Context: an optimization exercise on an open-source flow, tuned for small area, a short achievable clock period and few clock cycles per item. The choices shown serve that exercise and are no tape-out recipe.
No functional check of the RTL was part of any run shown here.
Power and IR drop assume default switching activity.

==> design.v <==
package mvm_accum_pkg;
    localparam int unsigned DEF_VP   = 3;
    localparam int unsigned DEF_EP   = 3;
    localparam int unsigned DEF_WI_X = 4;
    localparam int unsigned DEF_WF_X = 12;
    localparam int unsigned DEF_WI_W = 4;
    localparam int unsigned DEF_WF_W = 12;
    localparam int unsigned DEF_WI_O = 4;
    localparam int unsigned DEF_WF_O = 12;
endpackage
module mvm_lane (
    input  logic        clk,
    input  logic        acc_b,    
    input  logic        first_b,  
    input  logic [7:0]  eneg,     
    input  logic [7:0]  eone,     
    input  logic [7:0]  etwo,     
    input  logic [15:0] w_in,     
    input  logic        o_load,   
    output logic [15:0] data,
    output logic        ovf
);
    localparam logic [32:0] K = 33'h100010800;   
    logic        first, v;
    logic [7:0]  bneg, bone, btwo;
    logic [15:0] w;
    always_ff @(posedge clk) begin
        v     <= acc_b;
        first <= first_b;
        bneg  <= eneg & {8{acc_b}};
        bone  <= eone & {8{acc_b}};
        btwo  <= etwo & {8{acc_b}};
        w     <= w_in;
    end
    logic [32:0] acc_s, acc_c;
    logic [32:0] as_i, ac_i;
    logic [32:0] ns, nc;
    assign as_i = first ? K : acc_s;
    assign ac_i = first ? 33'd0 : acc_c;
    wire [16:0] pp0;
    wire [16:0] pp1;
    wire [16:0] pp2;
    wire [16:0] pp3;
    wire [16:0] pp4;
    wire [16:0] pp5;
    wire [16:0] pp6;
    wire [16:0] pp7;
    wire [16:0] m0 = ({17{bone[0]}} & {w[15], w}) | ({17{btwo[0]}} & {w, 1'b0});
    assign pp0 = {v & ~(m0[16] ^ bneg[0]), m0[15:0] ^ {16{bneg[0]}}};
    wire [16:0] m1 = ({17{bone[1]}} & {w[15], w}) | ({17{btwo[1]}} & {w, 1'b0});
    assign pp1 = {v & ~(m1[16] ^ bneg[1]), m1[15:0] ^ {16{bneg[1]}}};
    wire [16:0] m2 = ({17{bone[2]}} & {w[15], w}) | ({17{btwo[2]}} & {w, 1'b0});
    assign pp2 = {v & ~(m2[16] ^ bneg[2]), m2[15:0] ^ {16{bneg[2]}}};
    wire [16:0] m3 = ({17{bone[3]}} & {w[15], w}) | ({17{btwo[3]}} & {w, 1'b0});
    assign pp3 = {v & ~(m3[16] ^ bneg[3]), m3[15:0] ^ {16{bneg[3]}}};
    wire [16:0] m4 = ({17{bone[4]}} & {w[15], w}) | ({17{btwo[4]}} & {w, 1'b0});
    assign pp4 = {v & ~(m4[16] ^ bneg[4]), m4[15:0] ^ {16{bneg[4]}}};
    wire [16:0] m5 = ({17{bone[5]}} & {w[15], w}) | ({17{btwo[5]}} & {w, 1'b0});
    assign pp5 = {v & ~(m5[16] ^ bneg[5]), m5[15:0] ^ {16{bneg[5]}}};
    wire [16:0] m6 = ({17{bone[6]}} & {w[15], w}) | ({17{btwo[6]}} & {w, 1'b0});
    assign pp6 = {v & ~(m6[16] ^ bneg[6]), m6[15:0] ^ {16{bneg[6]}}};
    wire [16:0] m7 = ({17{bone[7]}} & {w[15], w}) | ({17{btwo[7]}} & {w, 1'b0});
    assign pp7 = {v & ~(m7[16] ^ bneg[7]), m7[15:0] ^ {16{bneg[7]}}};
    wire h0s, h0c;
    mvm_ha u_h0 (.a(bneg[6]), .b(as_i[12]), .s(h0s), .co(h0c));
    wire h1s, h1c;
    mvm_ha u_h1 (.a(as_i[13]), .b(ac_i[13]), .s(h1s), .co(h1c));
    wire t2s, t2c;
    mvm_fa u_t2 (.a(bneg[7]), .b(as_i[14]), .c(ac_i[14]), .s(t2s), .co(t2c));
    wire h3s, h3c;
    mvm_ha u_h3 (.a(pp0[14]), .b(pp1[12]), .s(h3s), .co(h3c));
    wire t4s, t4c;
    mvm_fa u_t4 (.a(as_i[15]), .b(ac_i[15]), .c(pp0[15]), .s(t4s), .co(t4c));
    wire h5s, h5c;
    mvm_ha u_h5 (.a(pp1[13]), .b(pp2[11]), .s(h5s), .co(h5c));
    wire t6s, t6c;
    mvm_fa u_t6 (.a(as_i[16]), .b(ac_i[16]), .c(pp0[16]), .s(t6s), .co(t6c));
    wire h7s, h7c;
    mvm_ha u_h7 (.a(pp1[14]), .b(pp2[12]), .s(h7s), .co(h7c));
    wire t8s, t8c;
    mvm_fa u_t8 (.a(as_i[17]), .b(ac_i[17]), .c(pp1[15]), .s(t8s), .co(t8c));
    wire h9s, h9c;
    mvm_ha u_h9 (.a(as_i[18]), .b(ac_i[18]), .s(h9s), .co(h9c));
    wire h10s, h10c;
    mvm_ha u_h10 (.a(bneg[3]), .b(as_i[6]), .s(h10s), .co(h10c));
    wire h11s, h11c;
    mvm_ha u_h11 (.a(as_i[7]), .b(ac_i[7]), .s(h11s), .co(h11c));
    wire t12s, t12c;
    mvm_fa u_t12 (.a(bneg[4]), .b(as_i[8]), .c(ac_i[8]), .s(t12s), .co(t12c));
    wire h13s, h13c;
    mvm_ha u_h13 (.a(pp0[8]), .b(pp1[6]), .s(h13s), .co(h13c));
    wire t14s, t14c;
    mvm_fa u_t14 (.a(as_i[9]), .b(ac_i[9]), .c(pp0[9]), .s(t14s), .co(t14c));
    wire h15s, h15c;
    mvm_ha u_h15 (.a(pp1[7]), .b(pp2[5]), .s(h15s), .co(h15c));
    wire t16s, t16c;
    mvm_fa u_t16 (.a(bneg[5]), .b(as_i[10]), .c(ac_i[10]), .s(t16s), .co(t16c));
    wire t17s, t17c;
    mvm_fa u_t17 (.a(pp0[10]), .b(pp1[8]), .c(pp2[6]), .s(t17s), .co(t17c));
    wire h18s, h18c;
    mvm_ha u_h18 (.a(pp3[4]), .b(pp4[2]), .s(h18s), .co(h18c));
    wire t19s, t19c;
    mvm_fa u_t19 (.a(as_i[11]), .b(ac_i[11]), .c(pp0[11]), .s(t19s), .co(t19c));
    wire t20s, t20c;
    mvm_fa u_t20 (.a(pp1[9]), .b(pp2[7]), .c(pp3[5]), .s(t20s), .co(t20c));
    wire h21s, h21c;
    mvm_ha u_h21 (.a(pp4[3]), .b(pp5[1]), .s(h21s), .co(h21c));
    wire t22s, t22c;
    mvm_fa u_t22 (.a(ac_i[12]), .b(pp0[12]), .c(pp1[10]), .s(t22s), .co(t22c));
    wire t23s, t23c;
    mvm_fa u_t23 (.a(pp2[8]), .b(pp3[6]), .c(pp4[4]), .s(t23s), .co(t23c));
    wire t24s, t24c;
    mvm_fa u_t24 (.a(pp5[2]), .b(pp6[0]), .c(h0s), .s(t24s), .co(t24c));
    wire t25s, t25c;
    mvm_fa u_t25 (.a(pp0[13]), .b(pp1[11]), .c(pp2[9]), .s(t25s), .co(t25c));
    wire t26s, t26c;
    mvm_fa u_t26 (.a(pp3[7]), .b(pp4[5]), .c(pp5[3]), .s(t26s), .co(t26c));
    wire t27s, t27c;
    mvm_fa u_t27 (.a(pp6[1]), .b(h0c), .c(h1s), .s(t27s), .co(t27c));
    wire t28s, t28c;
    mvm_fa u_t28 (.a(pp2[10]), .b(pp3[8]), .c(pp4[6]), .s(t28s), .co(t28c));
    wire t29s, t29c;
    mvm_fa u_t29 (.a(pp5[4]), .b(pp6[2]), .c(pp7[0]), .s(t29s), .co(t29c));
    wire t30s, t30c;
    mvm_fa u_t30 (.a(h1c), .b(t2s), .c(h3s), .s(t30s), .co(t30c));
    wire t31s, t31c;
    mvm_fa u_t31 (.a(pp3[9]), .b(pp4[7]), .c(pp5[5]), .s(t31s), .co(t31c));
    wire t32s, t32c;
    mvm_fa u_t32 (.a(pp6[3]), .b(pp7[1]), .c(h3c), .s(t32s), .co(t32c));
    wire t33s, t33c;
    mvm_fa u_t33 (.a(h5s), .b(t4s), .c(t2c), .s(t33s), .co(t33c));
    wire t34s, t34c;
    mvm_fa u_t34 (.a(pp3[10]), .b(pp4[8]), .c(pp5[6]), .s(t34s), .co(t34c));
    wire t35s, t35c;
    mvm_fa u_t35 (.a(pp6[4]), .b(pp7[2]), .c(h5c), .s(t35s), .co(t35c));
    wire t36s, t36c;
    mvm_fa u_t36 (.a(h7s), .b(t6s), .c(t4c), .s(t36s), .co(t36c));
    wire t37s, t37c;
    mvm_fa u_t37 (.a(pp2[13]), .b(pp3[11]), .c(pp4[9]), .s(t37s), .co(t37c));
    wire t38s, t38c;
    mvm_fa u_t38 (.a(pp5[7]), .b(pp6[5]), .c(pp7[3]), .s(t38s), .co(t38c));
    wire t39s, t39c;
    mvm_fa u_t39 (.a(h7c), .b(t8s), .c(t6c), .s(t39s), .co(t39c));
    wire t40s, t40c;
    mvm_fa u_t40 (.a(pp1[16]), .b(pp2[14]), .c(pp3[12]), .s(t40s), .co(t40c));
    wire t41s, t41c;
    mvm_fa u_t41 (.a(pp4[10]), .b(pp5[8]), .c(pp6[6]), .s(t41s), .co(t41c));
    wire t42s, t42c;
    mvm_fa u_t42 (.a(pp7[4]), .b(h9s), .c(t8c), .s(t42s), .co(t42c));
    wire t43s, t43c;
    mvm_fa u_t43 (.a(as_i[19]), .b(ac_i[19]), .c(pp2[15]), .s(t43s), .co(t43c));
    wire t44s, t44c;
    mvm_fa u_t44 (.a(pp3[13]), .b(pp4[11]), .c(pp5[9]), .s(t44s), .co(t44c));
    wire t45s, t45c;
    mvm_fa u_t45 (.a(pp6[7]), .b(pp7[5]), .c(h9c), .s(t45s), .co(t45c));
    wire t46s, t46c;
    mvm_fa u_t46 (.a(as_i[20]), .b(ac_i[20]), .c(pp2[16]), .s(t46s), .co(t46c));
    wire t47s, t47c;
    mvm_fa u_t47 (.a(pp3[14]), .b(pp4[12]), .c(pp5[10]), .s(t47s), .co(t47c));
    wire h48s, h48c;
    mvm_ha u_h48 (.a(pp6[8]), .b(pp7[6]), .s(h48s), .co(h48c));
    wire t49s, t49c;
    mvm_fa u_t49 (.a(as_i[21]), .b(ac_i[21]), .c(pp3[15]), .s(t49s), .co(t49c));
    wire t50s, t50c;
    mvm_fa u_t50 (.a(pp4[13]), .b(pp5[11]), .c(pp6[9]), .s(t50s), .co(t50c));
    wire t51s, t51c;
    mvm_fa u_t51 (.a(as_i[22]), .b(ac_i[22]), .c(pp3[16]), .s(t51s), .co(t51c));
    wire h52s, h52c;
    mvm_ha u_h52 (.a(pp4[14]), .b(pp5[12]), .s(h52s), .co(h52c));
    wire t53s, t53c;
    mvm_fa u_t53 (.a(as_i[23]), .b(ac_i[23]), .c(pp4[15]), .s(t53s), .co(t53c));
    wire h54s, h54c;
    mvm_ha u_h54 (.a(as_i[24]), .b(ac_i[24]), .s(h54s), .co(h54c));
    wire h55s, h55c;
    mvm_ha u_h55 (.a(bneg[1]), .b(as_i[2]), .s(h55s), .co(h55c));
    wire h56s, h56c;
    mvm_ha u_h56 (.a(as_i[3]), .b(ac_i[3]), .s(h56s), .co(h56c));
    wire t57s, t57c;
    mvm_fa u_t57 (.a(bneg[2]), .b(as_i[4]), .c(ac_i[4]), .s(t57s), .co(t57c));
    wire h58s, h58c;
    mvm_ha u_h58 (.a(pp0[4]), .b(pp1[2]), .s(h58s), .co(h58c));
    wire t59s, t59c;
    mvm_fa u_t59 (.a(as_i[5]), .b(ac_i[5]), .c(pp0[5]), .s(t59s), .co(t59c));
    wire h60s, h60c;
    mvm_ha u_h60 (.a(pp1[3]), .b(pp2[1]), .s(h60s), .co(h60c));
    wire t61s, t61c;
    mvm_fa u_t61 (.a(ac_i[6]), .b(pp0[6]), .c(pp1[4]), .s(t61s), .co(t61c));
    wire t62s, t62c;
    mvm_fa u_t62 (.a(pp2[2]), .b(pp3[0]), .c(h10s), .s(t62s), .co(t62c));
    wire t63s, t63c;
    mvm_fa u_t63 (.a(pp0[7]), .b(pp1[5]), .c(pp2[3]), .s(t63s), .co(t63c));
    wire t64s, t64c;
    mvm_fa u_t64 (.a(pp3[1]), .b(h10c), .c(h11s), .s(t64s), .co(t64c));
    wire t65s, t65c;
    mvm_fa u_t65 (.a(pp2[4]), .b(pp3[2]), .c(pp4[0]), .s(t65s), .co(t65c));
    wire t66s, t66c;
    mvm_fa u_t66 (.a(h11c), .b(t12s), .c(h13s), .s(t66s), .co(t66c));
    wire t67s, t67c;
    mvm_fa u_t67 (.a(pp3[3]), .b(pp4[1]), .c(h13c), .s(t67s), .co(t67c));
    wire t68s, t68c;
    mvm_fa u_t68 (.a(h15s), .b(t14s), .c(t12c), .s(t68s), .co(t68c));
    wire t69s, t69c;
    mvm_fa u_t69 (.a(pp5[0]), .b(h15c), .c(t16s), .s(t69s), .co(t69c));
    wire t70s, t70c;
    mvm_fa u_t70 (.a(h18s), .b(t17s), .c(t14c), .s(t70s), .co(t70c));
    wire t71s, t71c;
    mvm_fa u_t71 (.a(h18c), .b(h21s), .c(t19s), .s(t71s), .co(t71c));
    wire t72s, t72c;
    mvm_fa u_t72 (.a(t16c), .b(t20s), .c(t17c), .s(t72s), .co(t72c));
    wire t73s, t73c;
    mvm_fa u_t73 (.a(h21c), .b(t22s), .c(t23s), .s(t73s), .co(t73c));
    wire t74s, t74c;
    mvm_fa u_t74 (.a(t19c), .b(t20c), .c(t24s), .s(t74s), .co(t74c));
    wire t75s, t75c;
    mvm_fa u_t75 (.a(t25s), .b(t26s), .c(t22c), .s(t75s), .co(t75c));
    wire t76s, t76c;
    mvm_fa u_t76 (.a(t23c), .b(t27s), .c(t24c), .s(t76s), .co(t76c));
    wire t77s, t77c;
    mvm_fa u_t77 (.a(t28s), .b(t29s), .c(t25c), .s(t77s), .co(t77c));
    wire t78s, t78c;
    mvm_fa u_t78 (.a(t26c), .b(t27c), .c(t30s), .s(t78s), .co(t78c));
    wire t79s, t79c;
    mvm_fa u_t79 (.a(t31s), .b(t28c), .c(t29c), .s(t79s), .co(t79c));
    wire t80s, t80c;
    mvm_fa u_t80 (.a(t32s), .b(t33s), .c(t30c), .s(t80s), .co(t80c));
    wire t81s, t81c;
    mvm_fa u_t81 (.a(t34s), .b(t31c), .c(t35s), .s(t81s), .co(t81c));
    wire t82s, t82c;
    mvm_fa u_t82 (.a(t32c), .b(t36s), .c(t33c), .s(t82s), .co(t82c));
    wire t83s, t83c;
    mvm_fa u_t83 (.a(t37s), .b(t38s), .c(t34c), .s(t83s), .co(t83c));
    wire t84s, t84c;
    mvm_fa u_t84 (.a(t35c), .b(t39s), .c(t36c), .s(t84s), .co(t84c));
    wire t85s, t85c;
    mvm_fa u_t85 (.a(t40s), .b(t41s), .c(t37c), .s(t85s), .co(t85c));
    wire t86s, t86c;
    mvm_fa u_t86 (.a(t38c), .b(t42s), .c(t39c), .s(t86s), .co(t86c));
    wire t87s, t87c;
    mvm_fa u_t87 (.a(t43s), .b(t44s), .c(t40c), .s(t87s), .co(t87c));
    wire t88s, t88c;
    mvm_fa u_t88 (.a(t41c), .b(t45s), .c(t42c), .s(t88s), .co(t88c));
    wire t89s, t89c;
    mvm_fa u_t89 (.a(h48s), .b(t46s), .c(t47s), .s(t89s), .co(t89c));
    wire t90s, t90c;
    mvm_fa u_t90 (.a(t43c), .b(t44c), .c(t45c), .s(t90s), .co(t90c));
    wire t91s, t91c;
    mvm_fa u_t91 (.a(pp7[7]), .b(h48c), .c(t49s), .s(t91s), .co(t91c));
    wire t92s, t92c;
    mvm_fa u_t92 (.a(t50s), .b(t46c), .c(t47c), .s(t92s), .co(t92c));
    wire t93s, t93c;
    mvm_fa u_t93 (.a(pp6[10]), .b(pp7[8]), .c(h52s), .s(t93s), .co(t93c));
    wire t94s, t94c;
    mvm_fa u_t94 (.a(t51s), .b(t49c), .c(t50c), .s(t94s), .co(t94c));
    wire t95s, t95c;
    mvm_fa u_t95 (.a(pp5[13]), .b(pp6[11]), .c(pp7[9]), .s(t95s), .co(t95c));
    wire t96s, t96c;
    mvm_fa u_t96 (.a(h52c), .b(t53s), .c(t51c), .s(t96s), .co(t96c));
    wire t97s, t97c;
    mvm_fa u_t97 (.a(pp4[16]), .b(pp5[14]), .c(pp6[12]), .s(t97s), .co(t97c));
    wire t98s, t98c;
    mvm_fa u_t98 (.a(pp7[10]), .b(h54s), .c(t53c), .s(t98s), .co(t98c));
    wire t99s, t99c;
    mvm_fa u_t99 (.a(as_i[25]), .b(ac_i[25]), .c(pp5[15]), .s(t99s), .co(t99c));
    wire t100s, t100c;
    mvm_fa u_t100 (.a(pp6[13]), .b(pp7[11]), .c(h54c), .s(t100s), .co(t100c));
    wire t101s, t101c;
    mvm_fa u_t101 (.a(as_i[26]), .b(ac_i[26]), .c(pp5[16]), .s(t101s), .co(t101c));
    wire h102s, h102c;
    mvm_ha u_h102 (.a(pp6[14]), .b(pp7[12]), .s(h102s), .co(h102c));
    wire t103s, t103c;
    mvm_fa u_t103 (.a(as_i[27]), .b(ac_i[27]), .c(pp6[15]), .s(t103s), .co(t103c));
    wire h104s, h104c;
    mvm_ha u_h104 (.a(as_i[28]), .b(ac_i[28]), .s(h104s), .co(h104c));
    wire h105s, h105c;
    mvm_ha u_h105 (.a(bneg[0]), .b(as_i[0]), .s(h105s), .co(h105c));
    wire h106s, h106c;
    mvm_ha u_h106 (.a(as_i[1]), .b(ac_i[1]), .s(h106s), .co(h106c));
    wire t107s, t107c;
    mvm_fa u_t107 (.a(ac_i[2]), .b(pp0[2]), .c(pp1[0]), .s(t107s), .co(t107c));
    wire t108s, t108c;
    mvm_fa u_t108 (.a(pp0[3]), .b(pp1[1]), .c(h55c), .s(t108s), .co(t108c));
    wire t109s, t109c;
    mvm_fa u_t109 (.a(pp2[0]), .b(h56c), .c(t57s), .s(t109s), .co(t109c));
    wire t110s, t110c;
    mvm_fa u_t110 (.a(h58c), .b(h60s), .c(t59s), .s(t110s), .co(t110c));
    wire t111s, t111c;
    mvm_fa u_t111 (.a(h60c), .b(t61s), .c(t59c), .s(t111s), .co(t111c));
    wire t112s, t112c;
    mvm_fa u_t112 (.a(t63s), .b(t61c), .c(t64s), .s(t112s), .co(t112c));
    wire t113s, t113c;
    mvm_fa u_t113 (.a(t65s), .b(t63c), .c(t64c), .s(t113s), .co(t113c));
    wire t114s, t114c;
    mvm_fa u_t114 (.a(t65c), .b(t67s), .c(t68s), .s(t114s), .co(t114c));
    wire t115s, t115c;
    mvm_fa u_t115 (.a(t69s), .b(t67c), .c(t68c), .s(t115s), .co(t115c));
    wire t116s, t116c;
    mvm_fa u_t116 (.a(t71s), .b(t69c), .c(t72s), .s(t116s), .co(t116c));
    wire t117s, t117c;
    mvm_fa u_t117 (.a(t71c), .b(t73s), .c(t74s), .s(t117s), .co(t117c));
    wire t118s, t118c;
    mvm_fa u_t118 (.a(t75s), .b(t73c), .c(t74c), .s(t118s), .co(t118c));
    wire t119s, t119c;
    mvm_ffa u_t119 (.a(t77s), .b(t75c), .c(t78s), .s(t119s), .co(t119c));
    wire t120s, t120c;
    mvm_ffa u_t120 (.a(t79s), .b(t77c), .c(t80s), .s(t120s), .co(t120c));
    wire t121s, t121c;
    mvm_ffa u_t121 (.a(t81s), .b(t79c), .c(t82s), .s(t121s), .co(t121c));
    wire t122s, t122c;
    mvm_ffa u_t122 (.a(t83s), .b(t81c), .c(t84s), .s(t122s), .co(t122c));
    wire t123s, t123c;
    mvm_ffa u_t123 (.a(t85s), .b(t83c), .c(t86s), .s(t123s), .co(t123c));
    wire t124s, t124c;
    mvm_ffa u_t124 (.a(t87s), .b(t85c), .c(t88s), .s(t124s), .co(t124c));
    wire t125s, t125c;
    mvm_fa u_t125 (.a(t89s), .b(t87c), .c(t90s), .s(t125s), .co(t125c));
    wire t126s, t126c;
    mvm_fa u_t126 (.a(t91s), .b(t92s), .c(t89c), .s(t126s), .co(t126c));
    wire t127s, t127c;
    mvm_fa u_t127 (.a(t93s), .b(t91c), .c(t94s), .s(t127s), .co(t127c));
    wire t128s, t128c;
    mvm_fa u_t128 (.a(t95s), .b(t96s), .c(t93c), .s(t128s), .co(t128c));
    wire t129s, t129c;
    mvm_fa u_t129 (.a(t97s), .b(t95c), .c(t98s), .s(t129s), .co(t129c));
    wire t130s, t130c;
    mvm_fa u_t130 (.a(t99s), .b(t97c), .c(t100s), .s(t130s), .co(t130c));
    wire t131s, t131c;
    mvm_fa u_t131 (.a(h102s), .b(t101s), .c(t99c), .s(t131s), .co(t131c));
    wire t132s, t132c;
    mvm_fa u_t132 (.a(pp7[13]), .b(h102c), .c(t103s), .s(t132s), .co(t132c));
    wire t133s, t133c;
    mvm_fa u_t133 (.a(pp6[16]), .b(pp7[14]), .c(h104s), .s(t133s), .co(t133c));
    wire t134s, t134c;
    mvm_fa u_t134 (.a(as_i[29]), .b(ac_i[29]), .c(pp7[15]), .s(t134s), .co(t134c));
    wire h135s, h135c;
    mvm_ha u_h135 (.a(as_i[30]), .b(ac_i[30]), .s(h135s), .co(h135c));
    wire h136s, h136c;
    mvm_ha u_h136 (.a(ac_i[0]), .b(pp0[0]), .s(h136s), .co(h136c));
    wire t137s, t137c;
    mvm_fa u_t137 (.a(pp0[1]), .b(h105c), .c(h106s), .s(t137s), .co(t137c));
    wire t138s, t138c;
    mvm_fa u_t138 (.a(h106c), .b(h55s), .c(t107s), .s(t138s), .co(t138c));
    wire t139s, t139c;
    mvm_fa u_t139 (.a(h56s), .b(t107c), .c(t108s), .s(t139s), .co(t139c));
    wire t140s, t140c;
    mvm_fa u_t140 (.a(h58s), .b(t108c), .c(t109s), .s(t140s), .co(t140c));
    wire t141s, t141c;
    mvm_fa u_t141 (.a(t57c), .b(t110s), .c(t109c), .s(t141s), .co(t141c));
    wire t142s, t142c;
    mvm_fa u_t142 (.a(t62s), .b(t110c), .c(t111s), .s(t142s), .co(t142c));
    wire t143s, t143c;
    mvm_fa u_t143 (.a(t62c), .b(t112s), .c(t111c), .s(t143s), .co(t143c));
    wire t144s, t144c;
    mvm_fa u_t144 (.a(t66s), .b(t113s), .c(t112c), .s(t144s), .co(t144c));
    wire t145s, t145c;
    mvm_fa u_t145 (.a(t66c), .b(t114s), .c(t113c), .s(t145s), .co(t145c));
    wire t146s, t146c;
    mvm_fa u_t146 (.a(t70s), .b(t115s), .c(t114c), .s(t146s), .co(t146c));
    wire t147s, t147c;
    mvm_fa u_t147 (.a(t70c), .b(t116s), .c(t115c), .s(t147s), .co(t147c));
    wire t148s, t148c;
    mvm_fa u_t148 (.a(t72c), .b(t117s), .c(t116c), .s(t148s), .co(t148c));
    wire t149s, t149c;
    mvm_ffa u_t149 (.a(t76s), .b(t118s), .c(t117c), .s(t149s), .co(t149c));
    wire t150s, t150c;
    mvm_ffa u_t150 (.a(t76c), .b(t119s), .c(t118c), .s(t150s), .co(t150c));
    wire t151s, t151c;
    mvm_ffa u_t151 (.a(t78c), .b(t120s), .c(t119c), .s(t151s), .co(t151c));
    wire t152s, t152c;
    mvm_ffa u_t152 (.a(t80c), .b(t121s), .c(t120c), .s(t152s), .co(t152c));
    wire t153s, t153c;
    mvm_ffa u_t153 (.a(t82c), .b(t122s), .c(t121c), .s(t153s), .co(t153c));
    wire t154s, t154c;
    mvm_ffa u_t154 (.a(t84c), .b(t123s), .c(t122c), .s(t154s), .co(t154c));
    wire t155s, t155c;
    mvm_ffa u_t155 (.a(t86c), .b(t124s), .c(t123c), .s(t155s), .co(t155c));
    wire t156s, t156c;
    mvm_ffa u_t156 (.a(t125s), .b(t88c), .c(t124c), .s(t156s), .co(t156c));
    wire t157s, t157c;
    mvm_ffa u_t157 (.a(t90c), .b(t126s), .c(t125c), .s(t157s), .co(t157c));
    wire t158s, t158c;
    mvm_ffa u_t158 (.a(t92c), .b(t127s), .c(t126c), .s(t158s), .co(t158c));
    wire t159s, t159c;
    mvm_fa u_t159 (.a(t94c), .b(t128s), .c(t127c), .s(t159s), .co(t159c));
    wire t160s, t160c;
    mvm_fa u_t160 (.a(t96c), .b(t129s), .c(t128c), .s(t160s), .co(t160c));
    wire t161s, t161c;
    mvm_fa u_t161 (.a(t130s), .b(t98c), .c(t129c), .s(t161s), .co(t161c));
    wire t162s, t162c;
    mvm_fa u_t162 (.a(t100c), .b(t131s), .c(t130c), .s(t162s), .co(t162c));
    wire t163s, t163c;
    mvm_fa u_t163 (.a(t101c), .b(t132s), .c(t131c), .s(t163s), .co(t163c));
    wire t164s, t164c;
    mvm_fa u_t164 (.a(t103c), .b(t133s), .c(t132c), .s(t164s), .co(t164c));
    wire t165s, t165c;
    mvm_fa u_t165 (.a(h104c), .b(t134s), .c(t133c), .s(t165s), .co(t165c));
    wire t166s, t166c;
    mvm_fa u_t166 (.a(pp7[16]), .b(h135s), .c(t134c), .s(t166s), .co(t166c));
    wire t167s, t167c;
    mvm_fa u_t167 (.a(as_i[31]), .b(ac_i[31]), .c(h135c), .s(t167s), .co(t167c));
    wire h168s, h168c;
    mvm_ha u_h168 (.a(as_i[32]), .b(ac_i[32]), .s(h168s), .co(h168c));
    assign ns[0] = h136s;
    assign ns[1] = h136c;
    assign ns[2] = t137c;
    assign ns[3] = t138c;
    assign ns[4] = t139c;
    assign ns[5] = t140c;
    assign ns[6] = t141c;
    assign ns[7] = t142c;
    assign ns[8] = t143c;
    assign ns[9] = t144c;
    assign ns[10] = t145c;
    assign ns[11] = t146c;
    assign ns[12] = t147c;
    assign ns[13] = t148c;
    assign ns[14] = t149c;
    assign ns[15] = t150c;
    assign ns[16] = t151c;
    assign ns[17] = t152c;
    assign ns[18] = t153c;
    assign ns[19] = t154c;
    assign ns[20] = t155c;
    assign ns[21] = t156c;
    assign ns[22] = t157c;
    assign ns[23] = t158c;
    assign ns[24] = t159c;
    assign ns[25] = t160c;
    assign ns[26] = t161c;
    assign ns[27] = t162c;
    assign ns[28] = t163c;
    assign ns[29] = t164c;
    assign ns[30] = t165c;
    assign ns[31] = t166c;
    assign ns[32] = t167c;
    assign nc[0] = h105s;
    assign nc[1] = t137s;
    assign nc[2] = t138s;
    assign nc[3] = t139s;
    assign nc[4] = t140s;
    assign nc[5] = t141s;
    assign nc[6] = t142s;
    assign nc[7] = t143s;
    assign nc[8] = t144s;
    assign nc[9] = t145s;
    assign nc[10] = t146s;
    assign nc[11] = t147s;
    assign nc[12] = t148s;
    assign nc[13] = t149s;
    assign nc[14] = t150s;
    assign nc[15] = t151s;
    assign nc[16] = t152s;
    assign nc[17] = t153s;
    assign nc[18] = t154s;
    assign nc[19] = t155s;
    assign nc[20] = t156s;
    assign nc[21] = t157s;
    assign nc[22] = t158s;
    assign nc[23] = t159s;
    assign nc[24] = t160s;
    assign nc[25] = t161s;
    assign nc[26] = t162s;
    assign nc[27] = t163s;
    assign nc[28] = t164s;
    assign nc[29] = t165s;
    assign nc[30] = t166s;
    assign nc[31] = t167s;
    assign nc[32] = h168s;
    wire [32:0] tot = acc_s + acc_c;    
    wire inr = (tot[32:27] == 6'b000000) || (tot[32:27] == 6'b111111);
    always_ff @(posedge clk) begin
        acc_s <= ns;
        acc_c <= nc;
        if (o_load) begin
            data <= inr ? tot[27:12] : (tot[32] ? 16'h8000 : 16'h7fff);
            ovf  <= ~inr;
        end
    end
endmodule
module mvm_fa (input logic a, b, c, output logic s, co);
    assign s  = a ^ b ^ c;
    assign co = (a & b) | (a & c) | (b & c);
endmodule
module mvm_ffa (input logic a, b, c, output logic s, co);
    logic p;
    mvm_xor2 u_p (.a(a), .b(b), .y(p));
    mvm_xor2 u_s (.a(p), .b(c), .y(s));
    mvm_maj3 u_c (.a(a), .b(b), .c(c), .y(co));
endmodule
module mvm_xor2 (input logic a, b, output logic y);
    assign y = a ^ b;
endmodule
module mvm_maj3 (input logic a, b, c, output logic y);
    assign y = (a & b) | (a & c) | (b & c);
endmodule
module mvm_ha (input logic a, b, output logic s, co);
    assign s  = a ^ b;
    assign co = a & b;
endmodule
module mvm_accum (
    input  logic        clk,
    input  logic        rst,
    input  logic        clr,
    input  logic        s_valid,
    output logic        s_ready,
    input  logic [15:0] s_x,
    input  logic [47:0] s_w,
    output logic        m_valid,
    input  logic        m_ready,
    output logic [47:0] m_data,
    output logic [2:0]  m_ovf
);
    logic [1:0] bc;           
    logic       iv;           
    logic       ilast;        
    logic       afull;        
    logic       s_busy;       
    assign s_ready = ~s_busy;
    wire acc_b  = s_valid & s_ready & ~clr;
    wire o_load = afull & ~m_valid;
    wire [1:0] bc_n    = clr ? 2'd0 : acc_b ? ((bc == 2'd2) ? 2'd0 : bc + 2'd1) : bc;
    wire       afull_n = ~clr & ((iv & ilast) | (afull & ~o_load));
    wire       mval_n  = ~clr & (o_load | (m_valid & ~m_ready));
    wire [16:0] xe = {s_x, 1'b0};
    logic [7:0] eneg, eone, etwo;
    always_comb begin
        for (int i = 0; i < 8; i++) begin
            eneg[i] = xe[2*i+2] & ~(xe[2*i+1] & xe[2*i]);
            eone[i] = xe[2*i+1] ^ xe[2*i];
            etwo[i] = (xe[2*i+2] & ~xe[2*i+1] & ~xe[2*i]) | (~xe[2*i+2] & xe[2*i+1] & xe[2*i]);
        end
    end
    always_ff @(posedge clk or posedge rst) begin
        if (rst) begin
            bc      <= 2'd0;
            iv      <= 1'b0;
            ilast   <= 1'b0;
            afull   <= 1'b0;
            m_valid <= 1'b0;
            s_busy  <= 1'b0;
        end else begin
            bc      <= bc_n;
            iv      <= acc_b;
            ilast   <= acc_b & (bc == 2'd2);
            afull   <= afull_n;
            m_valid <= mval_n;
            s_busy  <= (bc_n == 2'd0) & (mval_n | afull_n);
        end
    end
    for (genvar l = 0; l < 3; l++) begin : g_lane
        mvm_lane u_lane (
            .clk    (clk),
            .acc_b  (acc_b),
            .first_b(acc_b & (bc == 2'd0)),
            .eneg   (eneg),
            .eone   (eone),
            .etwo   (etwo),
            .w_in   (s_w[(2-l)*16 +: 16]),
            .o_load (o_load),
            .data   (m_data[(2-l)*16 +: 16]),
            .ovf    (m_ovf[l])
        );
    end
endmodule
==> flow/run.sh <==
#!/bin/bash
set -euo pipefail
mapfile -t KNOBS < <(grep -v '^\s*\(#\|$\)' flow/knobs.txt)
bash standard.sh "${KNOBS[@]}" finish > orfs_make.log 2>&1
==> flow/knobs.txt <==
SETUP_SLACK_MARGIN=5.8
==> standard.sh <==
#!/bin/bash
# synth_recipe.tcl (not shown) runs the flow's synth.tcl, then flattens the netlist and writes it again
# the make line also repeats each setting of config.mk as NAME=value (left out here)
make -C /OpenROAD-flow-scripts/flow DESIGN_CONFIG=/design/flow/config.mk WORK_HOME=/design/flow/orfs CLKGATE_MAP_FILE= SYNTH_SCRIPT=/design/flow/synth_recipe.tcl "${@:-finish}"
==> config.mk <==
export PLATFORM = sky130hd
export DESIGN_NAME = mvm_accum
export DESIGN_NICKNAME = mvm_accum
export VERILOG_FILES = /design/flow/design.v
export SDC_FILE = /design/flow/constraint.sdc
export NUM_CORES = 4
export LEC_CHECK = 0
export CAP_MARGIN = 20
export CORE_MARGIN = 2
export CORE_UTILIZATION = 40
export SLEW_MARGIN = 20
export SYNTH_HIERARCHICAL = 1
==> constraint.sdc <==
create_clock -name core_clock -period 9.0 [get_ports {clk}]
set_input_delay 1.8000 -clock core_clock [delete_from_list [all_inputs] [get_ports {clk}]]
set_output_delay 1.8000 -clock core_clock [all_outputs]
set_load 0.01 [all_outputs]
==> results of run 1 <==
[area by class of cell]
type,instances,area share (%)
inverter,14,0.136
sequential,382,21.8
clock buffer,63,3.50
clock inverter,24,0.922
multi-input combinational,2502,64.7
timing repair buffer,225,5.48
tap,1070,3.46
antenna,3,0.0194
[kinds of logic (layout without fill, tap and decap cells)]
| group | Yosys count | in the layout | share of synthesized area, % |
|---|---|---|---|
| simple gates | 607 | 607 | 10.7 |
| other cells | 0 | 3 | 0 |
| fa+ha+maj | 607 | 607 | 31.2 |
| xor+xnor | 564 | 564 | 14.8 |
| compound gates | 719 | 719 | 15.2 |
| flops | 382 | 382 | 24.6 |
| buf+inv | 292 | 326 | 3.46 |
| mux | 5 | 5 | 0.154 |
[power by group through the flow]
stage          clock [uW]  combinational [uW]  sequential [uW]
3_5_place_dp            0                7310             2770
6_report             2100                8230             2810
2_1_floorplan           0                5860             2530
4_1_cts              2150                7700             2780
3_3_place_gp            0                7200             2770
5_1_grt              2220                9170             2850
[flip-flops by register name, summed over array words and instances (netlist names), 2 cells and up]
| register | count |
|---|---|
| g_lane.u_lane.acc_c | 99 |
| g_lane.u_lane.acc_s | 99 |
| g_lane.u_lane.data | 48 |
| g_lane.u_lane.w | 48 |
| g_lane.u_lane.bneg | 24 |
| g_lane.u_lane.bone | 24 |
| g_lane.u_lane.btwo | 24 |
| g_lane.u_lane.first | 3 |
| g_lane.u_lane.ovf | 3 |
| g_lane.u_lane.v | 3 |
| bc | 2 |
[metrics by stage]
stage	instance area (um2)	power, uW
2_1_floorplan	33400	8390
3_3_place_gp	35000	9970
4_1_cts	37400	12600
3_5_place_dp	35000	10100
6_report	38700	13100
5_1_grt	38700	14200
[per-module statistics from Yosys, one instance, submodules excluded, a selection]
module / flops+latches / copies in the design
mvm_accum: 7 / 1
mvm_fa: 0 / 381
mvm_ha: 0 / 78
mvm_lane: 125 / 3
mvm_maj3: 0 / 48
mvm_xor2: 0 / 96
[metal layers]
metal / global-route usage, % / vias up / wire (um)
met5: 0 / - / 55
met4: 5.83 / 8 / 2280
met3: 3.95 / 143 / 6850
met2: 33.5 / 865 / 42500
met1: 30.6 / 12000 / 42200
li1: - / 11000 / -
[worst max path at each step]
| stage | from | endpoint | slack, ns |
|---|---|---|---|
| 6_report | g_lane[2].u_lane.acc_c[21] | g_lane[2].u_lane.data[8] | 5.80 |
| 3_5_place_dp | g_lane[1].u_lane.first | g_lane[1].u_lane.acc_c[17] | 5.41 |
| 3_3_place_gp | g_lane[1].u_lane.first | g_lane[1].u_lane.acc_c[17] | 5.41 |
| 2_1_floorplan | g_lane[0].u_lane.bneg[2] | g_lane[0].u_lane.acc_c[12] | 5.79 |
| 4_1_cts | g_lane[1].u_lane.bneg[1] | g_lane[1].u_lane.acc_c[17] | 5.77 |
| 5_1_grt | g_lane[0].u_lane.acc_c[26] | g_lane[0].u_lane.data[5] | 5.71 |
[cell usage in the layout, fill, tap and decap left out, types with 8 or more instances in the layout]
cell               n
xor2_1           137
fa_1             376
nand2_1          102
inv_1             14
nand2_2            9
o21ai_1           14
o21ai_0           79
o21bai_4          10
xnor2_1          418
clkbuf_16         53
a21oi_2            8
dfxtp_1          204
and2_1            99
dfxtp_2           82
buf_12             8
buf_4             85
o21bai_1          43
ha_1             122
ha_4              28
bufinv_16          8
o21a_1            11
nand4_1           33
nor3_1             9
maj3_2            48
edfxtp_1          51
a22oi_1          363
dlygate4sd2_1     53
nor2_1            55
or2_2              8
a21oi_1           92
dfxtp_4           38
clkdlybuf4s50_1   68
nand2b_1           9
a21o_1            42
ha_2              28
nor2b_1          201
[timing repair]
item	CTS	global route
setup endpoints to repair	192	90
resized for setup	225	188
pin swaps	20	61
gates cloned	1	4
setup buffers	15	58
[synth_stat cells (51+ instances only)]
cell type | number | area share (%)
xnor2_1 | 420 | 11
fa_1 | 381 | 23
a22oi_1 | 364 | 8.2
dfxtp_1 | 324 | 19
clkbuf_1 | 253 | 2.8
nor2b_1 | 204 | 3.8
ha_1 | 178 | 6.7
xor2_1 | 144 | 3.8
nand2_1 | 111 | 1.2
a21oi_1 | 99 | 1.5
and2_1 | 99 | 1.9
o21ai_0 | 94 | 1.4
nor2_1 | 57 | 0.64
edfxtp_1 | 51 | 4.6
o21bai_1 | 51 | 1.1
[worst register-to-register path, cell delays in order, from the launching register on]
cell and delay, ns:
dfxtp_1 0.37, ha_2 0.43, nand4_1 0.20, nor4_4 0.21, nand2_1 0.09, o31a_1 0.34, nor4bb_2 0.35, o22ai_2 0.16
nor4_4 0.26, buf_4 0.17, nor3_4 0.05, buf_6 0.14, o21bai_4 0.17
==> qor.yml, run 1 <==
run_status:
  status: "no timing/DRC/antenna violations"
flow_run:
  cap_violations: 0
grt:
  track_usage_pct: 21.5
  grt_pass1_wl_um: 144000
  antenna_found_initial: 6
  grt_pass1_vias: 24300
  gr-total-overflow: 0
  grt_max_degree: 77
setup_path:
  path_delay_family: "simple AND/OR/NAND/NOR gates"
  critPathLaunchType: "register"
  reg2reg_depth: 12
  critical_path_class: "register to register"
  timing.rr.end: "g_lane[2].u_lane.data[8]"
  cp.arrival_ns: 3.54
  path_depth: 12
  rrSetupSlack_ns: 5.80
  crit_path_end_kind: "register"
  rr_startpoint: "g_lane[2].u_lane.acc_c[21]"
  slowest_delay_ns: 0.43
  path_max_fanout: 7
  crit_chain: "ha_2 > nand4_1 > nor4_4 > nand2_1 > o31a_1 > nor4bb_2 > o22ai_2 > nor4_4 > buf_4 > nor3_4 > buf_6 > o21bai_4"
  crit_top_cell: "nor4_4"
  worst_ep_required_time_ns: 9.34
  cp_slowest_cell: "ha_2"
  crit_buf_inv: 2
clocking:
  clock_path_buffers: 3
  htreeDepth: 2
  clk_latency_ns: 0.61
  cts-buffers-inserted: 49
  ctsRootBufferMaster: "clkbuf_16"
  cts.sink_count: 382
  cts_tree: "built"
  path_clk_slew_ns: 0.06
  hold_buffers: 0
power_and_ir_drop:
  internal_power_uw: 7550
  ir_worst_vdd_mv: 0.205
  netSwitchingFraction_pct: 42.5
  power.share.clock_pct: 16.0
  leakage_uw: 0.0152
  power.density_nw_per_um2: 340
  seq_power_share_pct: 21.4
  share_comb_of_total_power_pct: 62.6
  p_switching_uw: 5590
timing:
  max_freq_mhz: 312
  fin_crit_ns: 3.20
  drv_slew: 0
  worstMarginPinSlew_ns: 0.875
  max_slew_margin_pct: 41.7
  hold_viol: 0
  final-setup-viol-count: 0
  period_share_pct: 35.6
  setup_tns_ns: 0
  rsz0062_at_grt: "true"
  setup_ws_ns: 5.80
  timing.hold.ws_ns: 0.517
  skew_ns: 0.0229
drt:
  wl_per_cell_um: 21.9
  drc: 0
  vias: 24000
  first_pass_iters: 6
  ant_nets: 0
  vias_per_cell: 5.60
  wirelength_um: 93900
  drt_iter0_markers: 1945
yosys:
  yosysSeqAreaShare_pct: 24.6
  synth.distinct_cells: 65
  synth_nets: 3804
  postSynth.topFlopCell: "dfxtp_1"
  ys_warn_count: 8
  synth_edf_count: 51
  postSynthCellCount: 3176
  syn_area_um2: 33300
  postSynthAreaPerCell_um2: 10.5
  ys_seq_elements: 382
  synthArstFlopShare_pct: 1.83
floorplanning:
  rows: 105
  io_pins: 122
  core_um2: 82200
  die_w_um: 293
  fp.dieH_um: 293
  initial_core_util_pct: 40.5
  die_area_um2: 85700
cells_and_area:
  final_cells: 4283
  nets: 3802
  synthToLayoutAreaGrowth_pct: 16.0
  fill_cells: 7659
  ff_latch_area_um2: 8440
  multi_input_area_um2: 25000
  drive_gt1_share_pct: 16.7
  fin_util_pct: 47.0
placed_design:
  post-place-ws_ns: 5.41
  hpwlAfterDp_um: 66800
  port_buffers: 121
  place_congestion: 0.884
  placedCellCount: 4115
min_path:
  holdPathStages: 1
  hp-class: "register to register"
  worstHoldStart: "bc[0]"
  holdPathEnd: "ilast"
==> inputs of run 2 (changes only) <==
--- a/design.v
+++ b/design.v
@@ -466,11 +466,166 @@
     assign nc[31] = t167s;
     assign nc[32] = h168s;
-    wire [32:0] tot = acc_s + acc_c;    
-    wire inr = (tot[32:27] == 6'b000000) || (tot[32:27] == 6'b111111);
+    wire [26:0] g, p;
+    mvm_ha u_gp0 (.a(acc_s[0]), .b(acc_c[0]), .s(p[0]), .co(g[0]));
+    mvm_ha u_gp1 (.a(acc_s[1]), .b(acc_c[1]), .s(p[1]), .co(g[1]));
+    mvm_ha u_gp2 (.a(acc_s[2]), .b(acc_c[2]), .s(p[2]), .co(g[2]));
+    mvm_ha u_gp3 (.a(acc_s[3]), .b(acc_c[3]), .s(p[3]), .co(g[3]));
+    mvm_ha u_gp4 (.a(acc_s[4]), .b(acc_c[4]), .s(p[4]), .co(g[4]));
+    mvm_ha u_gp5 (.a(acc_s[5]), .b(acc_c[5]), .s(p[5]), .co(g[5]));
+    mvm_ha u_gp6 (.a(acc_s[6]), .b(acc_c[6]), .s(p[6]), .co(g[6]));
+    mvm_ha u_gp7 (.a(acc_s[7]), .b(acc_c[7]), .s(p[7]), .co(g[7]));
+    mvm_ha u_gp8 (.a(acc_s[8]), .b(acc_c[8]), .s(p[8]), .co(g[8]));
+    mvm_ha u_gp9 (.a(acc_s[9]), .b(acc_c[9]), .s(p[9]), .co(g[9]));
+    mvm_ha u_gp10 (.a(acc_s[10]), .b(acc_c[10]), .s(p[10]), .co(g[10]));
+    mvm_ha u_gp11 (.a(acc_s[11]), .b(acc_c[11]), .s(p[11]), .co(g[11]));
+    mvm_ha u_gp12 (.a(acc_s[12]), .b(acc_c[12]), .s(p[12]), .co(g[12]));
+    mvm_ha u_gp13 (.a(acc_s[13]), .b(acc_c[13]), .s(p[13]), .co(g[13]));
+    mvm_ha u_gp14 (.a(acc_s[14]), .b(acc_c[14]), .s(p[14]), .co(g[14]));
+    mvm_ha u_gp15 (.a(acc_s[15]), .b(acc_c[15]), .s(p[15]), .co(g[15]));
+    mvm_ha u_gp16 (.a(acc_s[16]), .b(acc_c[16]), .s(p[16]), .co(g[16]));
+    mvm_ha u_gp17 (.a(acc_s[17]), .b(acc_c[17]), .s(p[17]), .co(g[17]));
+    mvm_ha u_gp18 (.a(acc_s[18]), .b(acc_c[18]), .s(p[18]), .co(g[18]));
+    mvm_ha u_gp19 (.a(acc_s[19]), .b(acc_c[19]), .s(p[19]), .co(g[19]));
+    mvm_ha u_gp20 (.a(acc_s[20]), .b(acc_c[20]), .s(p[20]), .co(g[20]));
+    mvm_ha u_gp21 (.a(acc_s[21]), .b(acc_c[21]), .s(p[21]), .co(g[21]));
+    mvm_ha u_gp22 (.a(acc_s[22]), .b(acc_c[22]), .s(p[22]), .co(g[22]));
+    mvm_ha u_gp23 (.a(acc_s[23]), .b(acc_c[23]), .s(p[23]), .co(g[23]));
+    mvm_ha u_gp24 (.a(acc_s[24]), .b(acc_c[24]), .s(p[24]), .co(g[24]));
+    mvm_ha u_gp25 (.a(acc_s[25]), .b(acc_c[25]), .s(p[25]), .co(g[25]));
+    mvm_ha u_gp26 (.a(acc_s[26]), .b(acc_c[26]), .s(p[26]), .co(g[26]));
+    wire G_1_0;
+    mvm_g u_G_1_0 (.gh(g[1]), .ph(p[1]), .gl(g[0]), .g(G_1_0));
+    wire G_3_2, P_3_2;
+    mvm_gp u_G_3_2 (.gh(g[3]), .ph(p[3]), .gl(g[2]), .pl(p[2]), .g(G_3_2), .p(P_3_2));
+    wire G_5_4, P_5_4;
+    mvm_gp u_G_5_4 (.gh(g[5]), .ph(p[5]), .gl(g[4]), .pl(p[4]), .g(G_5_4), .p(P_5_4));
+    wire G_8_7, P_8_7;
+    mvm_gp u_G_8_7 (.gh(g[8]), .ph(p[8]), .gl(g[7]), .pl(p[7]), .g(G_8_7), .p(P_8_7));
+    wire G_10_9, P_10_9;
+    mvm_gp u_G_10_9 (.gh(g[10]), .ph(p[10]), .gl(g[9]), .pl(p[9]), .g(G_10_9), .p(P_10_9));
+    wire G_12_11, P_12_11;
+    mvm_gp u_G_12_11 (.gh(g[12]), .ph(p[12]), .gl(g[11]), .pl(p[11]), .g(G_12_11), .p(P_12_11));
+    wire G_15_14, P_15_14;
+    mvm_gp u_G_15_14 (.gh(g[15]), .ph(p[15]), .gl(g[14]), .pl(p[14]), .g(G_15_14), .p(P_15_14));
+    wire G_17_16, P_17_16;
+    mvm_gp u_G_17_16 (.gh(g[17]), .ph(p[17]), .gl(g[16]), .pl(p[16]), .g(G_17_16), .p(P_17_16));
+    wire G_19_18, P_19_18;
+    mvm_gp u_G_19_18 (.gh(g[19]), .ph(p[19]), .gl(g[18]), .pl(p[18]), .g(G_19_18), .p(P_19_18));
+    wire G_22_21, P_22_21;
+    mvm_gp u_G_22_21 (.gh(g[22]), .ph(p[22]), .gl(g[21]), .pl(p[21]), .g(G_22_21), .p(P_22_21));
+    wire G_25_24, P_25_24;
+    mvm_gp u_G_25_24 (.gh(g[25]), .ph(p[25]), .gl(g[24]), .pl(p[24]), .g(G_25_24), .p(P_25_24));
+    wire G_6_4, P_6_4;
+    mvm_gp u_G_6_4 (.gh(g[6]), .ph(p[6]), .gl(G_5_4), .pl(P_5_4), .g(G_6_4), .p(P_6_4));
+    wire G_13_11, P_13_11;
+    mvm_gp u_G_13_11 (.gh(g[13]), .ph(p[13]), .gl(G_12_11), .pl(P_12_11), .g(G_13_11), .p(P_13_11));
+    wire G_16_14, P_16_14;
+    mvm_gp u_G_16_14 (.gh(g[16]), .ph(p[16]), .gl(G_15_14), .pl(P_15_14), .g(G_16_14), .p(P_16_14));
+    wire G_20_18, P_20_18;
+    mvm_gp u_G_20_18 (.gh(g[20]), .ph(p[20]), .gl(G_19_18), .pl(P_19_18), .g(G_20_18), .p(P_20_18));
+    wire G_23_21, P_23_21;
+    mvm_gp u_G_23_21 (.gh(g[23]), .ph(p[23]), .gl(G_22_21), .pl(P_22_21), .g(G_23_21), .p(P_23_21));
+    wire G_26_24, P_26_24;
+    mvm_gp u_G_26_24 (.gh(g[26]), .ph(p[26]), .gl(G_25_24), .pl(P_25_24), .g(G_26_24), .p(P_26_24));
+    wire G_3_0;
+    mvm_g u_G_3_0 (.gh(G_3_2), .ph(P_3_2), .gl(G_1_0), .g(G_3_0));
+    wire G_10_7, P_10_7;
+    mvm_gp u_G_10_7 (.gh(G_10_9), .ph(P_10_9), .gl(G_8_7), .pl(P_8_7), .g(G_10_7), .p(P_10_7));
+    wire G_17_14, P_17_14;
+    mvm_gp u_G_17_14 (.gh(G_17_16), .ph(P_17_16), .gl(G_15_14), .pl(P_15_14), .g(G_17_14), .p(P_17_14));
+    wire G_24_21, P_24_21;
+    mvm_gp u_G_24_21 (.gh(g[24]), .ph(p[24]), .gl(G_23_21), .pl(P_23_21), .g(G_24_21), .p(P_24_21));
+    wire G_11_7, P_11_7;
+    mvm_gp u_G_11_7 (.gh(g[11]), .ph(p[11]), .gl(G_10_7), .pl(P_10_7), .g(G_11_7), .p(P_11_7));
+    wire G_18_14, P_18_14;
+    mvm_gp u_G_18_14 (.gh(g[18]), .ph(p[18]), .gl(G_17_14), .pl(P_17_14), .g(G_18_14), .p(P_18_14));
+    wire G_25_21, P_25_21;
+    mvm_gp u_G_25_21 (.gh(G_25_24), .ph(P_25_24), .gl(G_23_21), .pl(P_23_21), .g(G_25_21), .p(P_25_21));
+    wire G_12_7, P_12_7;
+    mvm_gp u_G_12_7 (.gh(G_12_11), .ph(P_12_11), .gl(G_10_7), .pl(P_10_7), .g(G_12_7), .p(P_12_7));
+    wire G_19_14, P_19_14;
+    mvm_gp u_G_19_14 (.gh(G_19_18), .ph(P_19_18), .gl(G_17_14), .pl(P_17_14), .g(G_19_14), .p(P_19_14));
+    wire G_26_21, P_26_21;
+    mvm_gp u_G_26_21 (.gh(G_26_24), .ph(P_26_24), .gl(G_23_21), .pl(P_23_21), .g(G_26_21), .p(P_26_21));
+    wire G_6_0;
+    mvm_g u_G_6_0 (.gh(G_6_4), .ph(P_6_4), .gl(G_3_0), .g(G_6_0));
+    wire G_13_7, P_13_7;
+    mvm_gp u_G_13_7 (.gh(G_13_11), .ph(P_13_11), .gl(G_10_7), .pl(P_10_7), .g(G_13_7), .p(P_13_7));
+    wire G_20_14, P_20_14;
+    mvm_gp u_G_20_14 (.gh(G_20_18), .ph(P_20_18), .gl(G_17_14), .pl(P_17_14), .g(G_20_14), .p(P_20_14));
+    wire G_21_14, P_21_14;
+    mvm_gp u_G_21_14 (.gh(g[21]), .ph(p[21]), .gl(G_20_14), .pl(P_20_14), .g(G_21_14), .p(P_21_14));
+    wire G_22_14, P_22_14;
+    mvm_gp u_G_22_14 (.gh(G_22_21), .ph(P_22_21), .gl(G_20_14), .pl(P_20_14), .g(G_22_14), .p(P_22_14));
+    wire G_23_14, P_23_14;
+    mvm_gp u_G_23_14 (.gh(G_23_21), .ph(P_23_21), .gl(G_20_14), .pl(P_20_14), .g(G_23_14), .p(P_23_14));
+    wire G_24_14, P_24_14;
+    mvm_gp u_G_24_14 (.gh(G_24_21), .ph(P_24_21), .gl(G_20_14), .pl(P_20_14), .g(G_24_14), .p(P_24_14));
+    wire G_11_0;
+    mvm_g u_G_11_0 (.gh(G_11_7), .ph(P_11_7), .gl(G_6_0), .g(G_11_0));
+    wire G_25_14, P_25_14;
+    mvm_gp u_G_25_14 (.gh(G_25_21), .ph(P_25_21), .gl(G_20_14), .pl(P_20_14), .g(G_25_14), .p(P_25_14));
+    wire G_12_0;
+    mvm_g u_G_12_0 (.gh(G_12_7), .ph(P_12_7), .gl(G_6_0), .g(G_12_0));
+    wire G_26_14, P_26_14;
+    mvm_gp u_G_26_14 (.gh(G_26_21), .ph(P_26_21), .gl(G_20_14), .pl(P_20_14), .g(G_26_14), .p(P_26_14));
+    wire G_13_0;
+    mvm_g u_G_13_0 (.gh(G_13_7), .ph(P_13_7), .gl(G_6_0), .g(G_13_0));
+    wire G_14_0;
+    mvm_g u_G_14_0 (.gh(g[14]), .ph(p[14]), .gl(G_13_0), .g(G_14_0));
+    wire G_15_0;
+    mvm_g u_G_15_0 (.gh(G_15_14), .ph(P_15_14), .gl(G_13_0), .g(G_15_0));
+    wire G_16_0;
+    mvm_g u_G_16_0 (.gh(G_16_14), .ph(P_16_14), .gl(G_13_0), .g(G_16_0));
+    wire G_17_0;
+    mvm_g u_G_17_0 (.gh(G_17_14), .ph(P_17_14), .gl(G_13_0), .g(G_17_0));
+    wire G_18_0;
+    mvm_g u_G_18_0 (.gh(G_18_14), .ph(P_18_14), .gl(G_13_0), .g(G_18_0));
+    wire G_19_0;
+    mvm_g u_G_19_0 (.gh(G_19_14), .ph(P_19_14), .gl(G_13_0), .g(G_19_0));
+    wire G_20_0;
+    mvm_g u_G_20_0 (.gh(G_20_14), .ph(P_20_14), .gl(G_13_0), .g(G_20_0));
+    wire G_21_0;
+    mvm_g u_G_21_0 (.gh(G_21_14), .ph(P_21_14), .gl(G_13_0), .g(G_21_0));
+    wire G_22_0;
+    mvm_g u_G_22_0 (.gh(G_22_14), .ph(P_22_14), .gl(G_13_0), .g(G_22_0));
+    wire G_23_0;
+    mvm_g u_G_23_0 (.gh(G_23_14), .ph(P_23_14), .gl(G_13_0), .g(G_23_0));
+    wire G_24_0;
+    mvm_g u_G_24_0 (.gh(G_24_14), .ph(P_24_14), .gl(G_13_0), .g(G_24_0));
+    wire G_25_0;
+    mvm_g u_G_25_0 (.gh(G_25_14), .ph(P_25_14), .gl(G_13_0), .g(G_25_0));
+    wire G_26_0;
+    mvm_g u_G_26_0 (.gh(G_26_14), .ph(P_26_14), .gl(G_13_0), .g(G_26_0));
+    wire [27:12] cy;    
+    assign cy[12] = G_11_0;
+    assign cy[13] = G_12_0;
+    assign cy[14] = G_13_0;
+    assign cy[15] = G_14_0;
+    assign cy[16] = G_15_0;
+    assign cy[17] = G_16_0;
+    assign cy[18] = G_17_0;
+    assign cy[19] = G_18_0;
+    assign cy[20] = G_19_0;
+    assign cy[21] = G_20_0;
+    assign cy[22] = G_21_0;
+    assign cy[23] = G_22_0;
+    assign cy[24] = G_23_0;
+    assign cy[25] = G_24_0;
+    assign cy[26] = G_25_0;
+    assign cy[27] = G_26_0;
+    wire [27:12] tot;
+    assign tot[26:12] = p[26:12] ^ cy[26:12];
+    wire inr0, inr1, sg0, sg1, t27_0, t27_1;
+    mvm_top u_top (.s(acc_s[32:27]), .c(acc_c[32:27]), .inr0(inr0), .inr1(inr1),
+                   .sg0(sg0), .sg1(sg1), .t0(t27_0), .t1(t27_1));
+    wire inr = cy[27] ? inr1 : inr0;    
+    wire sg  = cy[27] ? sg1 : sg0;      
+    assign tot[27] = cy[27] ? t27_1 : t27_0;
     always_ff @(posedge clk) begin
         acc_s <= ns;
         acc_c <= nc;
         if (o_load) begin
-            data <= inr ? tot[27:12] : (tot[32] ? 16'h8000 : 16'h7fff);
+            data <= inr ? tot[27:12] : (sg ? 16'h8000 : 16'h7fff);
             ovf  <= ~inr;
         end
@@ -493,4 +648,21 @@
     assign y = (a & b) | (a & c) | (b & c);
 endmodule
+module mvm_gp (input logic gh, ph, gl, pl, output logic g, p);
+    assign g = gh | (ph & gl);
+    assign p = ph & pl;
+endmodule
+module mvm_g (input logic gh, ph, gl, output logic g);
+    assign g = gh | (ph & gl);
+endmodule
+module mvm_top (input logic [5:0] s, c, output logic inr0, inr1, sg0, sg1, t0, t1);
+    wire [5:0] u0 = s + c;
+    wire [5:0] u1 = s + c + 6'd1;
+    assign inr0 = (u0 == 6'd0) || (u0 == 6'd63);
+    assign inr1 = (u1 == 6'd0) || (u1 == 6'd63);
+    assign sg0 = u0[5];
+    assign sg1 = u1[5];
+    assign t0 = u0[0];
+    assign t1 = u1[0];
+endmodule
 module mvm_ha (input logic a, b, output logic s, co);
     assign s  = a ^ b;
==> flow/knobs.txt (replaced) <==
SETUP_SLACK_MARGIN=5.8
MATCH_CELL_FOOTPRINT=0
BUFFER_PORTS_ARGS=-buffer_cell sky130_fd_sc_hd__buf_2
==> qor.yml, run 2 <==
run_status:
  status: "no timing/DRC/antenna violations"
placed_design:
  placed_area_um2: 33700  # -3.6%
  hpwlAfterDp_um: 61400  # -8.2%
  place_congestion: 0.876  # -1.0%
  placedCellCount: 3922  # -4.7%
  port_buffers: 121  # unchanged
yosys:
  ys_top_cells_by_area: "fa_1 (23%), dfxtp_1 (20%), xnor2_1 (12%)"
  postSynthCellCount: 2972  # -6.4%
  yosysSeqAreaShare_pct: 25.0  # +0.40 points
  ys_seq_elements: 382  # unchanged
  synth_top_area_share_pct: 23.4  # +0.55 points
  postSynth.topFlopCell: "dfxtp_1"
  synth_common_cells: "xnor2_1 (432), fa_1 (384), a22oi_1 (361)"
  syn_area_um2: 32800  # -1.6%
  ys_warn_count: 8  # unchanged
  synth_nets: 3606  # -5.2%
  postSynthAreaPerCell_um2: 11.0  # +5.2%
  synth.distinct_cells: 45  # -31%
  synthArstFlopShare_pct: 1.83  # unchanged
  synth_area_leader_cell: "fa_1"
  synth_edf_count: 51  # unchanged
  synth.most_common_cell: "xnor2_1"
clocking:
  path_clk_slew_ns: 0.06  # about the same
  clk_latency_ns: 0.61  # about the same
  cts_tree: "built"
  clock_path_buffers: 3  # unchanged
  cts.sink_count: 382  # unchanged
  hold_buffers: 0  # unchanged
  cts-buffers-inserted: 49  # unchanged
  ctsRootBufferMaster: "clkbuf_16"
  htreeDepth: 2  # unchanged
grt:
  grt_max_degree: 77  # unchanged
  track_usage_pct: 20.0  # -1.5 points
  grt_pass1_wl_um: 134000  # -7.0%
  grt_pass1_vias: 23800  # -2.1%
  antenna_found_initial: 3  # -3
  gr-total-overflow: 0  # unchanged
cells_and_area:
  synthToLayoutAreaGrowth_pct: 9.85
  mostFrequentLayoutCells: "xnor2_1 (431), fa_1 (383), a22oi_1 (358)"
  fin_area_um2: 36000  # -6.8%
  fill_cells: 7501  # -2.1%
  drive_gt1_share_pct: 16.0  # -0.65 points
  layout.cells.most_common: "xnor2_1"
  reg_top3: "g_lane.u_lane.acc_c: 99 flops, g_lane.u_lane.acc_s: 99 flops"
  nets: 3548  # -6.7%
  num_antenna_cells: 0  # -3
  final_cells: 4024  # -6.0%
  fin_util_pct: 44.2  # -2.9 points
flow_run:
  cap_violations: 0  # unchanged
setup_path:
  crit_path_end: "g_lane[1].u_lane.acc_c[15]"
  critPathLaunchType: "register"
  rr_startpoint: "g_lane[1].u_lane.w[14]"
  critical_path_class: "register to register"
  crit_path_end_kind: "register"
  timing.rr.end: "g_lane[1].u_lane.acc_c[15]"
  worst_ep_required_time_ns: 9.53  # +0.19 ns
  path_max_fanout: 16  # +9
  reg2reg_depth: 8  # -4
  rrSetupSlack_ns: 5.88  # +0.08 ns
  crit_start: "g_lane[1].u_lane.w[14]"
  cp.arrival_ns: 3.65  # +0.11 ns
floorplanning:
  die_area_um2: 84300  # -1.6%
  die_w_um: 290  # -0.79%
  core_um2: 81600  # -0.80%
  rows: 105  # unchanged
  initial_core_util_pct: 40.2  # -0.33 points
  fp.dieH_um: 290  # -0.79%
  io_pins: 122  # unchanged
timing:
  rsz0062_at_grt: "true"
  drv_slew: 0  # unchanged
  max_slew_margin_pct: 44.7  # +3.0 points
  skew_ns: 0.0172  # -0.00565 ns
  setup_tns_ns: 0  # unchanged
  final-setup-viol-count: 0  # unchanged
  max_freq_mhz: 320  # +2.5%
  worstMarginPinSlew_ns: 0.821  # -0.0540 ns
  hold_viol: 0  # unchanged
  fin_crit_ns: 3.12  # -0.0791 ns
  period_share_pct: 34.7  # -0.88 points
drt:
  drt_iter0_markers: 1658  # -15%
  vias_per_cell: 5.48  # -2.1%
  ant_nets: 0  # unchanged
  vias: 22000  # -8.0%
  first_pass_iters: 6  # unchanged
  wl_per_cell_um: 21.1  # -3.9%
  wirelength_um: 84800  # -9.7%
  drc: 0  # unchanged
power_and_ir_drop:
  power.density_nw_per_um2: 320  # -5.9%
  ir_worst_vdd_mv: 0.317  # +55%
  leakage_uw: 0.0156  # +2.5%
min_path:
  hp-class: "register to register"
-- run 2: cell types whose count changed after synthesis, sizes merged, moves of 39 or more --
cell and change:
a21o +114, a21oi -93, and2 +72, buf +108
clkbuf -126, nand2 -60, nor2 -39, o211ai +45
o21ai -60, o21bai -54
-- run 2: worst max-delay path: stages, from the launching register on --
cell,delay [ns]
dfxtp_4,0.47
a22oi_1,0.14
xnor2_1,0.24
fa_1,0.48
fa_1,0.50
fa_1,0.57
xor2_1,0.27
xor2_1,0.20
xor2_1,0.18
-- run 2: final cells by class --
type,instances,area [um2],area share (%)
multi-input cells,2316,23500,65.2
flip-flops and latches,382,8460,23.5
clock buffers,61,1350,3.76
well taps,1070,1340,3.71
repair buffers,151,921,2.56
clock inverters,30,429,1.19
inverters,14,52.6,0.146
-- run 2: cell families (layout without fill, tap and decap cells) --
logic type / after synthesis / count (layout) / synth area share (%)
compound gates: 614 / 614 / 14.3
fa+ha+maj: 613 / 613 / 32.0
flops: 382 / 382 / 25.0
xor+xnor: 543 / 543 / 14.6
simple gates: 511 / 511 / 9.30
mux: 35 / 35 / 1.12
buf+inv: 274 / 256 / 3.75
-- run 2: metal layers --
layer  part of all wire [%]  vias up  track usage [%]  wire, um
li1                       -    10000                -         -
met1                     43    11200             26.8     36400
met2                     46      726             32.0     39100
met3                    7.6      159             4.69      6400
met4                    3.3        6             6.75      2830
met5                  0.041        -                0        35
-- run 2: per-stage QoR --
stage	setup slack (ns)	hold slack, ns	total power, uW
after global routing	5.78	0.568	12600
after global placement	5.39	0.488	9140
after floorplan	5.81	0.450	7960
after CTS	5.76	0.538	11700
after detailed placement	5.36	0.517	9400
final	5.88	0.534	11500
-- run 2: worst min path at each step --
stage	from	to	slack (ns)	depth (start not counted)
finish	bc[0]	ilast	0.53	1
global route	bc[0]	ilast	0.57	1
CTS	bc[0]	ilast	0.54	1
detailed placement	bc[0]	ilast	0.52	1
global placement	bc[0]	ilast	0.49	1
floorplan	g_lane[0].u_lane.bneg[0]	g_lane[0].u_lane.acc_c[0]	0.45	1
-- run 2: timing repair --
item                                    CTS  global route
gates resized for setup                 130            67
endpoints found under the setup margin  144            85
gates cloned                              0             3
pin swaps                                 0             6
buffers inserted                          0             8
-- run 2: per-module statistics from Yosys, one instance, submodules excluded, a selection --
module	area, um2	times used
mvm_gp	13.8	99
mvm_ha	12.5	159
mvm_maj3	11.3	48
mvm_accum	584	1
mvm_fa	20.0	381
mvm_g	7.51	57
-- run 2: where the power goes --
group | internal, uW | leakage [uW] | switching (uW)
registers | 2350 | 0.00329 | 369
logic | 3190 | 0.0114 | 3460
clock network | 1330 | 0.000862 | 813

==> port drivers added, routing unchanged <==
How much do the figures lean on ideal ports? The routed layouts below were timed once more, with nothing changed but the port constraints. Step 1 (the two cells are an assumption about what drives the block):
set clk [get_ports {clk}]
set_driving_cell -lib_cell sky130_fd_sc_hd__clkbuf_16 $clk
set_driving_cell -lib_cell sky130_fd_sc_hd__buf_2 [delete_from_list [all_inputs] $clk]
Step 2 also shifts input and output timing later by t, the mid clock arrival at the registers, as if the neighbouring blocks saw the same clock. Three values: no drivers, after step 1, after step 2; two values: the first two.
run | t, ns | setup slack, ns | worst register clock-pin slew, ns
run 1 | 0.665 | 5.797 / 5.782 / 5.521 | 0.06 / 0.06
run 2 | 0.668 | 5.876 / 5.876 / 5.876 | 0.06 / 0.06
After both steps setup and hold are still met in every run listed. The setup slack of run 1, which loses most, moves by -0.015 ns with the drivers and by -0.276 ns with both steps.
